From an optimization exercise on the open Yosys and OpenROAD flow, aimed at small area, a short achievable clock period and few clock cycles per item; shortcuts taken in it are not production practice.
In this exercise RTL edits were held to simulation tests only and were not proved equivalent to the original.
Power is estimated from default activity; no workload was simulated.

sierra:
==> flow/design.v (excerpt) <==
module band_topk_balanced_selector (
    input  logic                 i_clk,
    input  logic                 i_rst_n,
    input  logic                 i_in_valid,
    output logic                 o_in_ready,
    input  logic [33:0]          i_in_data,
    output logic                 o_out_valid,
    input  logic                 i_out_ready,
    output logic [18:0]          o_out_data,
    input  logic                 i_cfg_valid,
    output logic                 o_cfg_ready,
    input  logic [bts_pkg::CFG_IDX_W-1:0] i_cfg_index,
    input  logic [bts_pkg::BAND_W-1:0]    i_cfg_data
);
Size in the first run: roughly 4700 cells after synthesis, ~1100 flip-flops, roughly 77 I/O pins, about 54000 sq um of cells after synthesis.
clock: 8.0 ns
lec_check: 0
cap_margin: 20
core_margin: 2
core_utilization: 50
setup_slack_margin: 4.5
slew_margin: 20
run.sh (not shown) runs the stock make flow with config.mk's settings and CLKGATE_MAP_FILE= SYNTH_SCRIPT=/design/flow/synth_recipe.tcl, a recipe that flattens the netlist after the stock synthesis.
sierra has completed all stages; timing, DRC and antenna checks passed.
Testbench counts of sierra, summed over its fixed seeds: cycles 7,246, items 4,800.
Setup changes, sierra to willow
- putting PLACE_DENSITY at 0.7 where nothing was set
- swapping 4.5 for 5.0 in SETUP_SLACK_MARGIN
- putting CTS_BUF_LIST at sky130_fd_sc_hd__clkbuf_8 sky130_fd_sc_hd__clkbuf_4 where nothing was set
- putting CTS_CLUSTER_SIZE at 30 where nothing was set
- Clock share of power in willow is 0.9 points below sierra.
- Comparing the two runs side by side, willow comes out ahead of sierra on HPWL after detailed placement.
- sierra has lower cell area than willow.
- In the metrics for sierra and willow, the one carrying the higher number of global-route vias before repair is willow.
- willow ended with every stage complete and zero timing, DRC or antenna violations.
- Summary of the comparison: maximum fanout encountered on the critical timing path is lower in willow, relative to sierra.
- Re routed wire length: willow is 14000 microns up on sierra.
- Side by side, layout-stage area growth over the synthesis result turned out higher in willow than in sierra.
- Count of clock buffers in the final design, sierra and willow, higher one = willow.
Here is what was changed in the inputs of garnet compared with willow.
- clearing CTS_CLUSTER_SIZE, which used to be 30
- swapping 0.7 for 0.75 in PLACE_DENSITY
- clearing CTS_BUF_LIST, which used to be sky130_fd_sc_hd__clkbuf_8 sky130_fd_sc_hd__clkbuf_4
Findings:
- The higher buffers plus inverters on the worst setup path came out of garnet.
- For garnet, the worst setup path endpoint was r_w[12], unlike willow, where it was o_out_data[15].
- Changes observed in garnet relative to willow: share of the cycle needed by the critical path after routing lower; clock network fraction of total power now sits lower; total routing usage reported by global routing shrank by 2.5 points; number of multi-input combinational cells in the layout essentially unchanged; global-route wire length before repair fell by 4.6%.
- garnet against willow: utilization -0.35 points, synthesized area closely matched the old numbers.
- Of willow and garnet, the lower insertion delay of the later-clocked pin in the worst-skew pair belongs to garnet.
- Number of antenna violations at the first check in global routing: garnet lower than willow

========
v55:
Starting RTL as in the previous note.
export LEC_CHECK = 0
export CAP_MARGIN = 20
export CORE_MARGIN = 2
export CORE_UTILIZATION = 50
export PLACE_DENSITY = 0.7
export SETUP_SLACK_MARGIN = 4.75
export SLEW_MARGIN = 20
create_clock -name core_clock -period 8.0 [get_ports {i_clk}]
Testbench counts of v55, summed over its fixed seeds: cycles 7,246, items 4,800.
## Diff of input files: v9 against v55
# v55
export LEC_CHECK = 0
export CAP_MARGIN = 20
export CORE_MARGIN = 2
export CORE_UTILIZATION = 50
export PLACE_DENSITY = 0.7
export SETUP_SLACK_MARGIN = 4.75
export SLEW_MARGIN = 20
create_clock -name core_clock -period 8.0 [get_ports {i_clk}]
# v9
export LEC_CHECK = 0
export CAP_MARGIN = 20
export CORE_MARGIN = 2
export CORE_UTILIZATION = 50
export PLACE_DENSITY = 0.8
export SETUP_SLACK_MARGIN = 5.0
export SLEW_MARGIN = 20
create_clock -name core_clock -period 8.0 [get_ports {i_clk}]
Notes after the runs:
- v9 against v55: overall power now smaller, post-route fraction of the period consumed by the critical path dropped 2.7 points.
- Taking v55 as the reference, in v9 routability-driven placement congestion ratio held; post-cts resize count increased by 141 relative to the old numbers; count of vias placed by the detailed router increased by about 1.6% relative to the old numbers; minimum period implied by the final worst setup slack saw a decrease.
- The total sequential power was comparable across v9 and v55.
- The wire length of the first global-routing pass of v9 was superior to that of v55.
- Taking v55 over v9, the count of plain and timing-repair buffers in the layout ratio works out to 0.79.
- Going from v55 to v9, the number of clock-tree buffers in the layout was found to have gone down by about 14%.
- Between v9 and v55, count of antenna diodes in the layout is lower for v9, v55 comes in above that.
The inputs of v17 differ from those of v9 as listed below.
# v9
export LEC_CHECK = 0
export CAP_MARGIN = 20
export CORE_MARGIN = 2
export CORE_UTILIZATION = 50
export PLACE_DENSITY = 0.8
export SETUP_SLACK_MARGIN = 5.0
export SLEW_MARGIN = 20
create_clock -name core_clock -period 8.0 [get_ports {i_clk}]
# v17
export LEC_CHECK = 0
export CAP_MARGIN = 20
export CORE_MARGIN = 2
export CORE_UTILIZATION = 50
export GPL_ROUTABILITY_DRIVEN = 0
export PLACE_DENSITY = 0.7
export SETUP_SLACK_MARGIN = 5.0
export SLEW_MARGIN = 20
create_clock -name core_clock -period 8.0 [get_ports {i_clk}]
Findings:
For upper clock frequency limit, v17 and v9 come out practically identical. Library cell contributing the largest single delay on the critical path = sky130_fd_sc_hd__edfxtp_1: v17; library cell contributing the largest single delay on the critical path = sky130_fd_sc_hd__a2111oi_0: v9. Compared with v9, in v17 total detailed-routing wirelength has decreased, cell-internal power ~0 delta. v17: flow completed, timing, DRC and antenna clean.

========
Starting RTL as in the previous note.
==> flow/config.mk <==
export PLATFORM = sky130hd
export DESIGN_NAME = band_topk_balanced_selector
export DESIGN_NICKNAME = band_topk_balanced_selector
export VERILOG_FILES = /design/flow/design.v
export SDC_FILE = /design/flow/constraint.sdc
export NUM_CORES = 4
export LEC_CHECK = 0
export CAP_MARGIN = 20
export CORE_MARGIN = 2
export CORE_UTILIZATION = 60
export PLACE_DENSITY = 0.7
export SETUP_SLACK_MARGIN = 5.0
export SLEW_MARGIN = 20
==> flow/constraint.sdc <==
create_clock -name core_clock -period 8.0 [get_ports {i_clk}]
set_input_delay 1.6000 -clock core_clock [delete_from_list [all_inputs] [get_ports {i_clk}]]
set_output_delay 1.6000 -clock core_clock [all_outputs]
set_load 0.01 [all_outputs]
The baseline finished with timing, DRC and antenna clean.
Testbench counts at the start, summed over its fixed seeds: cycles 7,246, items 4,800.
Rerun with:
Settings changed: CORE_UTILIZATION 60 to 50.
After rerunning: The new run went through all stages and came out clean. Via count shrinks by 0.94%. Global-route usage is lower by 7.3 points. Hold slack improved by 0.0066 ns. Final cell count rises by 3.6%. Wire length climbs by 0.43%. Total power drops by 2.0%. Worst setup slack gets worse by 0.0033 ns. Register-to-register slack barely changes. Sequential share of layout area rises by 0.30 points. Combinational power fell by about 10%.

==> separate check: timing with driven ports <==
The results above use ideal ports. As a check the final layouts listed here were re-extracted and re-timed, cells and wires unchanged.
Step 1 sets driving cells, clkbuf_16 on the clock port and buf_2 on the other inputs (assumed; they add their load-dependent delay and slew).
Step 2 moves the port delays by t, midway between the first and last clock arrival at a register: inputs arrive t later, outputs are due t later. That takes back most of the time a late clock gives input paths.
a / b / c = ideal ports / drivers / drivers and shift; a / b = the first two.
run	t (ns)	setup WS [ns]	worst setup path at the end	latest minus earliest clock arrival (ns)
sierra	0.801	4.533 / 4.533 / 3.969	input to register	0.051 / 0.051
willow	0.979	4.866 / 4.792 / 4.197	input to register	0.054 / 0.054
garnet	0.774	4.881 / 4.881 / 4.273	input to register	0.045 / 0.046
v55	0.784	4.714 / 4.714 / 4.104	input to register	0.035 / 0.035
v9	0.792	4.926 / 4.926 / 4.366	input to register	0.034 / 0.035
v17	0.807	4.928 / 4.928 / 4.368	input to register	0.042 / 0.042
the first run of note 3	0.804	4.899 / 4.899 / 4.354	input to register	0.063 / 0.063
the second run of note 3	0.805	4.896 / 4.896 / 4.332	input to register	0.063 / 0.063
After both steps setup and hold are still met in every run listed. For willow, which loses most, drivers alone change the setup slack by -0.074 ns; drivers and shift together by -0.669 ns.
